Source: an optimization exercise on an open RTL-to-GDS flow (aim: small area, a short achievable clock period and few clock cycles per item). Production flows keep margins and buffers that such runs may drop.
At most, simulation tests tie the RTL to the original design; equivalence was not proved.
Power is estimated from default activity; no workload was simulated.

==> inputs of v34 <==
==> flow/design.v <==
package ahb3_pkg;
  typedef logic [32-1:0] addr_t;
  typedef logic [32-1:0] word_t;
  typedef enum logic [1:0] {
    IDLE   = 2'b00,
    BUSY   = 2'b01,
    NONSEQ = 2'b10,
    SEQ    = 2'b11
  } htrans_e;
  typedef enum logic [2:0] {
    BYTE = 3'b000,
    HALF = 3'b001,
    WORD = 3'b010
  } hsize_e;
  typedef enum logic {
    OKAY  = 1'b0,
    ERROR = 1'b1
  } hresp_e;
  typedef enum logic [1:0] {
    ERR_IDLE,
    ERR_FIRST,
    ERR_SECOND
  } err_state_e;
  typedef struct packed {
    logic    hsel;
    addr_t   haddr;
    logic    hwrite;
    hsize_e  hsize;
    htrans_e htrans;
  } ahb3_req_t;
  typedef struct packed {
    word_t  hrdata;
    logic   hready;
    hresp_e hresp;
  } ahb3_rsp_t;
endpackage
package tile_map_pkg;
  typedef enum logic [1:0] {
    SLV_DM,
    SLV_BOOT,
    SLV_NONE
  } slave_e;
  function automatic ahb3_pkg::word_t boot_image(input logic [2:0] idx);
    case (idx)
      3'd0:    boot_image = 32'h0000_0093;   
      3'd1:    boot_image = 32'h0000_1137;   
      3'd2:    boot_image = 32'hff01_0113;   
      3'd3:    boot_image = 32'hf140_2573;   
      3'd4:    boot_image = 32'h0000_0293;   
      3'd5:    boot_image = 32'h0002_8067;   
      3'd6:    boot_image = 32'h1050_0073;   
      default: boot_image = 32'h0000_006f;   
    endcase
  endfunction
  function automatic slave_e slave_decode(input ahb3_pkg::addr_t addr);
    case (addr[32-1 -: 4])
      4'h0:   slave_decode = tile_map_pkg::SLV_DM;
      4'hf: slave_decode = tile_map_pkg::SLV_BOOT;
      default:          slave_decode = tile_map_pkg::SLV_NONE;
    endcase
  endfunction
endpackage
`timescale 1ns/1ps
module ahb3_interconnect (
  input  logic                clk,
  input  logic                arst_n_i,
  input  ahb3_pkg::ahb3_req_t m_req_i,
  output logic                accept_o,
  output logic                sel_dm_o,
  output logic                sel_boot_o,
  output logic                hready_o,
  output logic                hresp_o
);
  tile_map_pkg::slave_e addr_slv;
  logic                 err_req;
  logic                 err_first;
  assign addr_slv = tile_map_pkg::slave_decode(m_req_i.haddr);
  assign accept_o = hready_o && m_req_i.hsel && m_req_i.htrans[1];
  assign sel_dm_o   = (addr_slv == tile_map_pkg::SLV_DM);
  assign sel_boot_o = (addr_slv == tile_map_pkg::SLV_BOOT);
  assign err_req = accept_o && (addr_slv == tile_map_pkg::SLV_NONE ||
                                (addr_slv == tile_map_pkg::SLV_BOOT && m_req_i.hwrite));
  assign err_first = !hready_o;
  always_ff @(posedge clk or negedge arst_n_i) begin
    if (!arst_n_i) begin
      hready_o <= 1'b1;
      hresp_o  <= 1'b0;
    end else if (err_first) begin
      hready_o <= 1'b1;
      hresp_o  <= 1'b1;
    end else begin
      hready_o <= !err_req;
      hresp_o  <= err_req;
    end
  end
endmodule
`timescale 1ns/1ps
module ahb3_sram_sp (
  input  logic                clk,
  input  logic                arst_n_i,
  input  logic                wr_take_i,    
  input  ahb3_pkg::addr_t     haddr_i,
  input  ahb3_pkg::hsize_e    hsize_i,
  input  ahb3_pkg::word_t     hwdata_i,
  output ahb3_pkg::word_t     rdata_o
);
  localparam int unsigned LANES = 32 / 8;
  localparam int unsigned OFF_W = $clog2(LANES);
  localparam int unsigned WORDS = 1024 / LANES;
  localparam int unsigned IDX_W = $clog2(WORDS);
  localparam int unsigned COL_W = IDX_W / 2;
  localparam int unsigned ROW_W = IDX_W - COL_W;
  localparam int unsigned COLS  = 1 << COL_W;
  localparam int unsigned ROWS  = 1 << ROW_W;
  logic [IDX_W-1:0] a_idx;
  logic [LANES-1:0] addr_be;
  logic [COLS-1:0]  a_col_n;    
  logic [ROWS-1:0]  a_row_n;
  logic [IDX_W-1:0] dp_idx;
  logic [COLS-1:0]  dp_col_n;   
  logic [ROWS-1:0]  dp_row;
  logic [LANES-1:0] dp_wbe;     
  logic             hit;
  ahb3_pkg::word_t  mem_rd;
  assign a_idx = haddr_i[IDX_W+OFF_W-1:OFF_W];
  always_comb begin
    for (int c = 0; c < COLS; c++) a_col_n[c] = (a_idx[COL_W-1:0] != COL_W'(c));
    for (int r = 0; r < ROWS; r++) a_row_n[r] = (a_idx[IDX_W-1:COL_W] != ROW_W'(r));
    for (int c = 0; c < COLS; c++) dp_col_n[c] = (dp_idx[COL_W-1:0] != COL_W'(c));
    for (int r = 0; r < ROWS; r++) dp_row[r] = (dp_idx[IDX_W-1:COL_W] == ROW_W'(r));
  end
  always_comb begin
    case (hsize_i)
      ahb3_pkg::BYTE: addr_be = LANES'(1) << haddr_i[OFF_W-1:0];
      ahb3_pkg::HALF: addr_be = LANES'(3) << {haddr_i[OFF_W-1:1], 1'b0};
      ahb3_pkg::WORD: addr_be = '1;
      default:        addr_be = '0;
    endcase
  end
  always_ff @(posedge clk or negedge arst_n_i) begin
    if (!arst_n_i) begin
      dp_wbe <= '0;
    end else begin
      dp_wbe <= wr_take_i ? addr_be : '0;
    end
  end
  always_ff @(posedge clk) begin
    dp_idx <= a_idx;
  end
  for (genvar r = 0; r < ROWS; r++) begin : g_row
    logic [LANES-1:0] lane_we_n;
    logic [32-1:0] zero;
    for (genvar l = 0; l < LANES; l++) begin : g_lane
      assign lane_we_n[l] = !(dp_row[r] && dp_wbe[l]);
    end
    ahb3_sram_row #(
      .COLS (COLS),
      .LANES(LANES)
    ) u_row (
      .clk      (clk),
      .lane_we_n_i(lane_we_n),
      .col_we_n_i (dp_col_n),
      .wdata_i  (hwdata_i),
      .col_n_i  (a_col_n),
      .row_n_i  (a_row_n[r]),
      .zero_o   (zero)
    );
  end
  for (genvar b = 0; b < 32; b++) begin : g_bit
    logic [ROWS-1:0] zero_rows;
    for (genvar r = 0; r < ROWS; r++) begin : g_r
      assign zero_rows[r] = g_row[r].zero[b];
    end
    ahb3_sram_nor_tree #(.N(ROWS)) u_tree (
      .zero_i(zero_rows),
      .one_o (mem_rd[b])
    );
  end
  assign hit = (dp_idx == a_idx);
  always_comb begin
    for (int i = 0; i < LANES; i++) begin
      rdata_o[8*i +: 8] = (hit && dp_wbe[i]) ? hwdata_i[8*i +: 8] : mem_rd[8*i +: 8];
    end
  end
endmodule
module ahb3_sram_row #(
  parameter int unsigned COLS  = 16,
  parameter int unsigned LANES = 4
) (
  input  logic                 clk,
  input  logic [LANES-1:0]     lane_we_n_i,   
  input  logic [COLS-1:0]      col_we_n_i,    
  input  logic [8*LANES-1:0]   wdata_i,
  input  logic [COLS-1:0]      col_n_i,       
  input  logic                 row_n_i,       
  output logic [8*LANES-1:0]   zero_o         
);
  logic [8*LANES-1:0] mem [COLS];
  for (genvar c = 0; c < COLS; c++) begin : g_col
    for (genvar l = 0; l < LANES; l++) begin : g_lane
      logic we;
      ahb3_sram_nor2 u_we (.a(lane_we_n_i[l]), .b(col_we_n_i[c]), .y(we));
      always_ff @(posedge clk) begin
        if (we) mem[c][8*l +: 8] <= wdata_i[8*l +: 8];
      end
    end
  end
  for (genvar b = 0; b < 8 * LANES; b++) begin : g_bit
    logic [COLS/2-1:0] pair_zero;
    logic [COLS/8-1:0] quad_one;
    for (genvar p = 0; p < COLS / 2; p++) begin : g_pair
      ahb3_sram_o22ai u_pair (
        .a1(col_n_i[2*p]),   .a2(mem[2*p][b]),
        .b1(col_n_i[2*p+1]), .b2(mem[2*p+1][b]),
        .y (pair_zero[p])
      );
    end
    for (genvar q = 0; q < COLS / 8; q++) begin : g_quad
      ahb3_sram_nor4 u_quad (.a(pair_zero[4*q +: 4]), .y(quad_one[q]));
    end
    ahb3_sram_a21oi u_zero (.a1(quad_one[0]), .a2(quad_one[1]), .b1(row_n_i), .y(zero_o[b]));
  end
endmodule
module ahb3_sram_nor_tree #(
  parameter int unsigned N = 16
) (
  input  logic [N-1:0] zero_i,
  output logic         one_o
);
  logic [N/4-1:0] none;
  for (genvar q = 0; q < N / 4; q++) begin : g_quad
    ahb3_sram_nor4 u_quad (.a(zero_i[4*q +: 4]), .y(none[q]));
  end
  assign one_o = &none;
endmodule
module ahb3_sram_o22ai (
  input  logic a1, a2, b1, b2,
  output logic y
);
  assign y = !((a1 | a2) & (b1 | b2));
endmodule
module ahb3_sram_nor4 (
  input  logic [3:0] a,
  output logic       y
);
  assign y = !(|a);
endmodule
module ahb3_sram_a21oi (
  input  logic a1, a2, b1,
  output logic y
);
  assign y = !((a1 & a2) | b1);
endmodule
module ahb3_sram_nor2 (
  input  logic a, b,
  output logic y
);
  assign y = !(a | b);
endmodule
`timescale 1ns/1ps
module ahb3_bootrom (
  input  logic [$clog2(8)-1:0] idx_i,
  output ahb3_pkg::word_t                        rdata_o
);
  assign rdata_o = tile_map_pkg::boot_image(idx_i);
endmodule
`timescale 1ns/1ps
module ahb3_tile (
  input  logic                clk,
  input  logic                arst_n_i,
  input  logic                hsel_i,
  input  logic [31:0]         haddr_i,
  input  logic                hwrite_i,
  input  logic [2:0]          hsize_i,
  input  logic [1:0]          htrans_i,
  input  logic [31:0]         hwdata_i,
  output logic [31:0]         hrdata_o,
  output logic                hready_o,
  output logic                hresp_o
);
  ahb3_pkg::ahb3_req_t req_i;
  assign req_i.hsel   = hsel_i;
  assign req_i.haddr  = haddr_i;
  assign req_i.hwrite = hwrite_i;
  assign req_i.hsize  = ahb3_pkg::hsize_e'(hsize_i);
  assign req_i.htrans = ahb3_pkg::htrans_e'(htrans_i);
  logic            accept;
  logic            sel_dm;
  logic            sel_boot;
  ahb3_pkg::word_t dm_rdata;
  ahb3_pkg::word_t boot_rdata;
  ahb3_pkg::word_t rdata_q;
  ahb3_interconnect u_bus (
    .clk       (clk),
    .arst_n_i  (arst_n_i),
    .m_req_i   (req_i),
    .accept_o  (accept),
    .sel_dm_o  (sel_dm),
    .sel_boot_o(sel_boot),
    .hready_o  (hready_o),
    .hresp_o   (hresp_o)
  );
  ahb3_sram_sp u_ram (
    .clk      (clk),
    .arst_n_i (arst_n_i),
    .wr_take_i(accept && sel_dm && hwrite_i),
    .haddr_i  (req_i.haddr),
    .hsize_i  (req_i.hsize),
    .hwdata_i (hwdata_i),
    .rdata_o  (dm_rdata)
  );
  ahb3_bootrom u_bootrom (
    .idx_i  (haddr_i[4:2]),
    .rdata_o(boot_rdata)
  );
  always_ff @(posedge clk) begin
    rdata_q <= sel_boot ? boot_rdata : dm_rdata;
  end
  assign hrdata_o = rdata_q;
endmodule
==> flow/run.sh <==
#!/bin/bash
# synth_recipe.tcl (not shown) runs the flow's synth.tcl, then flattens the netlist and writes it again
# the make line also repeats each setting of config.mk as NAME=value (left out here)
make -C /OpenROAD-flow-scripts/flow DESIGN_CONFIG=/design/flow/config.mk WORK_HOME=/design/flow/orfs CLKGATE_MAP_FILE= SYNTH_SCRIPT=/design/flow/synth_recipe.tcl finish
==> flow/config.mk <==
export PLATFORM = sky130hd
export DESIGN_NAME = ahb3_tile
export DESIGN_NICKNAME = ahb3_tile
export VERILOG_FILES = /design/flow/design.v
export SDC_FILE = /design/flow/constraint.sdc
export NUM_CORES = 8
export LEC_CHECK = 0
export CAP_MARGIN = 20
export CORE_MARGIN = 2
export CORE_UTILIZATION = 50
export SETUP_SLACK_MARGIN = 3.0
export SLEW_MARGIN = 20
export SYNTH_HIERARCHICAL = 1
export SYNTH_MEMORY_MAX_BITS = 16384
==> flow/constraint.sdc <==
create_clock -name core_clock -period 7.0 [get_ports {clk}]
set_input_delay 1.4000 -clock core_clock [delete_from_list [all_inputs] [get_ports {clk}]]
set_output_delay 1.4000 -clock core_clock [all_outputs]
set_load 0.01 [all_outputs]
==> v1 (differences from v34) <==
==> flow/design.v, changed modules only <==
module ahb3_sram_sp (
  input  logic                clk,
  input  logic                arst_n_i,
  input  logic                wr_take_i,    
  input  ahb3_pkg::addr_t     haddr_i,
  input  ahb3_pkg::hsize_e    hsize_i,
  input  ahb3_pkg::word_t     hwdata_i,
  output ahb3_pkg::word_t     rdata_o
);
  localparam int unsigned LANES = 32 / 8;
  localparam int unsigned OFF_W = $clog2(LANES);
  localparam int unsigned WORDS = 1024 / LANES;
  localparam int unsigned IDX_W = $clog2(WORDS);
  ahb3_pkg::word_t  mem [WORDS];
  logic [WORDS-1:0] rsel;
  logic [IDX_W-1:0] a_idx;
  logic [LANES-1:0] addr_be;
  logic             dp_write;
  logic [LANES-1:0] dp_be;
  logic [IDX_W-1:0] dp_idx;
  logic             hit;
  ahb3_pkg::word_t  mem_rd;
  assign a_idx = haddr_i[IDX_W+OFF_W-1:OFF_W];
  always_comb begin
    case (hsize_i)
      ahb3_pkg::BYTE: addr_be = LANES'(1) << haddr_i[OFF_W-1:0];
      ahb3_pkg::HALF: addr_be = LANES'(3) << {haddr_i[OFF_W-1:1], 1'b0};
      ahb3_pkg::WORD: addr_be = '1;
      default:        addr_be = '0;
    endcase
  end
  always_ff @(posedge clk or negedge arst_n_i) begin
    if (!arst_n_i) begin
      dp_write <= 1'b0;
    end else begin
      dp_write <= wr_take_i;
    end
  end
  always_ff @(posedge clk) begin
    dp_idx <= a_idx;
    dp_be  <= addr_be;
  end
  always_ff @(posedge clk) begin
    if (dp_write) begin
      for (int i = 0; i < LANES; i++) begin
        if (dp_be[i])
          mem[dp_idx][8*i +: 8] <= hwdata_i[8*i +: 8];
      end
    end
  end
  always_comb begin
    for (int w = 0; w < WORDS; w++) rsel[w] = (a_idx == IDX_W'(w));
  end
  always_comb begin
    mem_rd = '0;
    for (int w = 0; w < WORDS; w++) mem_rd |= {32{rsel[w]}} & mem[w];
  end
  assign hit    = dp_write && (dp_idx == a_idx);
  always_comb begin
    for (int i = 0; i < LANES; i++) begin
      rdata_o[8*i +: 8] = (hit && dp_be[i]) ? hwdata_i[8*i +: 8] : mem_rd[8*i +: 8];
    end
  end
endmodule
// module ahb3_sram_row removed
// module ahb3_sram_nor_tree removed
// module ahb3_sram_o22ai removed
// module ahb3_sram_nor4 removed
// module ahb3_sram_a21oi removed
// module ahb3_sram_nor2 removed
--- a/flow/config.mk
+++ b/flow/config.mk
@@ -8,7 +8,6 @@
 export CAP_MARGIN = 20
 export CORE_MARGIN = 2
-export CORE_UTILIZATION = 50
-export SETUP_SLACK_MARGIN = 3.0
+export CORE_UTILIZATION = 55
+export SETUP_SLACK_MARGIN = 3.5
 export SLEW_MARGIN = 20
-export SYNTH_HIERARCHICAL = 1
 export SYNTH_MEMORY_MAX_BITS = 16384
==> v35 (differences from v34) <==
==> flow/design.v, changed modules only <==
module ahb3_sram_sp (
  input  logic                clk,
  input  logic                arst_n_i,
  input  logic                wr_take_i,    
  input  ahb3_pkg::addr_t     haddr_i,
  input  ahb3_pkg::hsize_e    hsize_i,
  input  ahb3_pkg::word_t     hwdata_i,
  input  logic                ovr_i,
  input  ahb3_pkg::word_t     ovr_data_i,
  output ahb3_pkg::word_t     rdata_o
);
  localparam int unsigned LANES = 32 / 8;
  localparam int unsigned OFF_W = $clog2(LANES);
  localparam int unsigned WORDS = 1024 / LANES;
  localparam int unsigned IDX_W = $clog2(WORDS);
  localparam int unsigned COL_W = IDX_W / 2;
  localparam int unsigned ROW_W = IDX_W - COL_W;
  localparam int unsigned COLS  = 1 << COL_W;
  localparam int unsigned ROWS  = 1 << ROW_W;
  logic [IDX_W-1:0] a_idx;
  logic [LANES-1:0] addr_be;
  logic [COLS-1:0]  a_col_n;    
  logic [ROWS-1:0]  a_row_n;
  logic [COLS-1:0]  dp_col_n;   
  logic [ROWS-1:0]  dp_row;
  logic [LANES-1:0] dp_wbe;     
  logic             hit;
  logic [LANES-1:0] alt_sel;    
  ahb3_pkg::word_t  alt_data;
  assign a_idx = haddr_i[IDX_W+OFF_W-1:OFF_W];
  always_comb begin
    for (int c = 0; c < COLS; c++) a_col_n[c] = (a_idx[COL_W-1:0] != COL_W'(c));
    for (int r = 0; r < ROWS; r++) a_row_n[r] = (a_idx[IDX_W-1:COL_W] != ROW_W'(r));
  end
  always_comb begin
    case (hsize_i)
      ahb3_pkg::BYTE: addr_be = LANES'(1) << haddr_i[OFF_W-1:0];
      ahb3_pkg::HALF: addr_be = LANES'(3) << {haddr_i[OFF_W-1:1], 1'b0};
      ahb3_pkg::WORD: addr_be = '1;
      default:        addr_be = '0;
    endcase
  end
  always_ff @(posedge clk or negedge arst_n_i) begin
    if (!arst_n_i) begin
      dp_wbe <= '0;
    end else begin
      dp_wbe <= wr_take_i ? addr_be : '0;
    end
  end
  always_ff @(posedge clk) begin
    dp_col_n <= a_col_n;
    dp_row   <= ~a_row_n;
  end
  for (genvar r = 0; r < ROWS; r++) begin : g_row
    logic [LANES-1:0] lane_we_n;
    logic [32-1:0] zero;
    for (genvar l = 0; l < LANES; l++) begin : g_lane
      assign lane_we_n[l] = !(dp_row[r] && dp_wbe[l]);
    end
    ahb3_sram_row #(
      .COLS (COLS),
      .LANES(LANES)
    ) u_row (
      .clk      (clk),
      .lane_we_n_i(lane_we_n),
      .col_we_n_i (dp_col_n),
      .wdata_i  (hwdata_i),
      .col_n_i  (a_col_n),
      .row_n_i  (a_row_n[r]),
      .zero_o   (zero)
    );
  end
  assign hit = |(dp_row & ~a_row_n) && |(~dp_col_n & ~a_col_n);
  always_comb begin
    for (int i = 0; i < LANES; i++) begin
      alt_sel[i]           = ovr_i || (hit && dp_wbe[i]);
      alt_data[8*i +: 8]   = ovr_i ? ovr_data_i[8*i +: 8] : hwdata_i[8*i +: 8];
    end
  end
  for (genvar b = 0; b < 32; b++) begin : g_bit
    logic [ROWS-1:0] zero_rows;
    for (genvar r = 0; r < ROWS; r++) begin : g_r
      assign zero_rows[r] = g_row[r].zero[b];
    end
    ahb3_sram_nor_tree #(.N(ROWS)) u_tree (
      .zero_i(zero_rows),
      .alt_i (alt_sel[b/8]),
      .alt_d (alt_data[b]),
      .one_o (rdata_o[b])
    );
  end
endmodule
module ahb3_sram_nor_tree #(
  parameter int unsigned N = 16
) (
  input  logic [N-1:0] zero_i,
  input  logic         alt_i,
  input  logic         alt_d,
  output logic         one_o
);
  logic [N/4-1:0] none;
  for (genvar q = 0; q < N / 4; q++) begin : g_quad
    ahb3_sram_nor4 u_quad (.a(zero_i[4*q +: 4]), .y(none[q]));
  end
  assign one_o = alt_i ? alt_d : &none;
endmodule
module ahb3_tile (
  input  logic                clk,
  input  logic                arst_n_i,
  input  logic                hsel_i,
  input  logic [31:0]         haddr_i,
  input  logic                hwrite_i,
  input  logic [2:0]          hsize_i,
  input  logic [1:0]          htrans_i,
  input  logic [31:0]         hwdata_i,
  output logic [31:0]         hrdata_o,
  output logic                hready_o,
  output logic                hresp_o
);
  ahb3_pkg::ahb3_req_t req_i;
  assign req_i.hsel   = hsel_i;
  assign req_i.haddr  = haddr_i;
  assign req_i.hwrite = hwrite_i;
  assign req_i.hsize  = ahb3_pkg::hsize_e'(hsize_i);
  assign req_i.htrans = ahb3_pkg::htrans_e'(htrans_i);
  logic            accept;
  logic            sel_dm;
  logic            sel_boot;
  ahb3_pkg::word_t rdata;
  ahb3_pkg::word_t boot_rdata;
  ahb3_pkg::word_t rdata_q;
  ahb3_interconnect u_bus (
    .clk       (clk),
    .arst_n_i  (arst_n_i),
    .m_req_i   (req_i),
    .accept_o  (accept),
    .sel_dm_o  (sel_dm),
    .sel_boot_o(sel_boot),
    .hready_o  (hready_o),
    .hresp_o   (hresp_o)
  );
  ahb3_sram_sp u_ram (
    .clk      (clk),
    .arst_n_i (arst_n_i),
    .wr_take_i(accept && sel_dm && hwrite_i),
    .haddr_i  (req_i.haddr),
    .hsize_i  (req_i.hsize),
    .hwdata_i (hwdata_i),
    .ovr_i    (sel_boot),
    .ovr_data_i(boot_rdata),
    .rdata_o  (rdata)
  );
  ahb3_bootrom u_bootrom (
    .idx_i  (haddr_i[4:2]),
    .rdata_o(boot_rdata)
  );
  always_ff @(posedge clk) begin
    rdata_q <= rdata;
  end
  assign hrdata_o = rdata_q;
endmodule
==> flow/flow/run.sh (new file) <==
#!/bin/bash
# The standard layout (standard.sh), with three changes:
#  - the port buffers are plain buffers instead of delay cells,
#  - repair may swap a cell for one of another footprint (so a slow buffer
#    can become a fast one),
#  - clock tree leaves drive larger clusters, and no dummy loads are added.
# Each ORFS step keeps its own log under orfs/logs/; make's output is in
# flow.log.
set -euo pipefail
bash standard.sh \
  BUFFER_PORTS_ARGS="-buffer_cell sky130_fd_sc_hd__buf_4" \
  MATCH_CELL_FOOTPRINT=0 \
  CTS_ARGS="-sink_clustering_enable -repair_clock_nets -dont_use_dummy_load -sink_clustering_size 25 -sink_clustering_max_diameter 70" \
  finish > flow.log 2>&1
==> flow/standard.sh (new file) <==
#!/bin/bash
# synth_recipe.tcl (not shown) runs the flow's synth.tcl, then flattens the netlist and writes it again
# the make line also repeats each setting of config.mk as NAME=value (left out here)
make -C /OpenROAD-flow-scripts/flow DESIGN_CONFIG=/design/flow/config.mk WORK_HOME=/design/flow/orfs CLKGATE_MAP_FILE= SYNTH_SCRIPT=/design/flow/synth_recipe.tcl "${@:-finish}"
--- a/flow/config.mk
+++ b/flow/config.mk
@@ -9,5 +9,5 @@
 export CORE_MARGIN = 2
 export CORE_UTILIZATION = 50
-export SETUP_SLACK_MARGIN = 3.0
+export SETUP_SLACK_MARGIN = 3.5
 export SLEW_MARGIN = 20
 export SYNTH_HIERARCHICAL = 1
removed: flow/run.sh
==> qor summary <==
Run status: v34 no timing/DRC/antenna violations; v35 no timing/DRC/antenna violations; v1 aborted with a tool error
Last stage reached: v34 -; v35 -; v1 global routing (5_1_grt)
Total core area: v34 593800 um2; v35 593800 um2; v1 -
Remaining design rule violation count: v34 0; v35 0; v1 -
Final period util: v34 58.02%; v35 51.61%; v1 -
Net switching power: v34 0.02114 W; v35 0.01789 W; v1 -
Height of the die: v34 775.9 um; v35 776.0 um; v1 753.1 um
Overall power of the completed layout: v34 0.09925 W; v35 0.08509 W; v1 -
Flops & latches, synth: v34 8238; v35 8262; v1 8239
Number of CTS-inserted buffers: v34 806; v35 467; v1 804
Total wire length: v34 834.3 mm; v35 888.6 mm; v1 -
Compound-cell area share of the yosys netlist: v34 10.13%; v35 10.24%; v1 9.306%
Destination of the critical timing path: v34 u_ram.g_row[14].u_row.mem[8][27]; v35 rdata_q[13]; v1 -
Data arrival time of the critical path: v34 4.83 ns; v35 4.60 ns; v1 -
Setup slack, reg-to-reg: v34 2.94 ns; v35 3.54 ns; v1 -
Worst-path clk slew: v34 0.06 ns; v35 0.08 ns; v1 -
Area fraction in and, or, nand and nor cells after synthesis: v34 6.523%; v35 6.484%; v1 8.635%
Gate count after technology mapping: v34 15374; v35 15437; v1 18573
Testbench counts of v34, summed over its fixed seeds: cycles 26,056, transfers 26,048.
The RTL of v1 and v35 was laid out without a check of its function.

port drivers added, routing unchanged:
No port has a modelled driver above. Below, the same layouts with a new extraction and two added sets of constraints.
Step 1, drivers: a clkbuf_16 drives clk and a buf_2 each remaining input, both assumed.
Step 2 adds t to the input delays and takes it off the output delays; t is the mean of the earliest and latest rising clock arrival at the registers after step 1. Input paths then give back, and output paths get back, about the clock's delay inside the block.
Three values: ideal ports, drivers, drivers and shift; two values: the first two.
run | t, ns | setup slack, ns | latest minus earliest clock arrival (ns) | worst slew at a driven data input, ns
v34 | 1.251 | 2.938 / 2.897 / 1.646 | 0.072 / 0.072 | 0.72
v35 | 1.173 | 3.387 / 3.232 / 2.059 | 0.117 / 0.117 | 0.38
After both steps every run listed still meets setup and hold. For v35, which loses most, drivers alone change the setup slack by -0.155 ns; drivers and shift together by -1.328 ns.
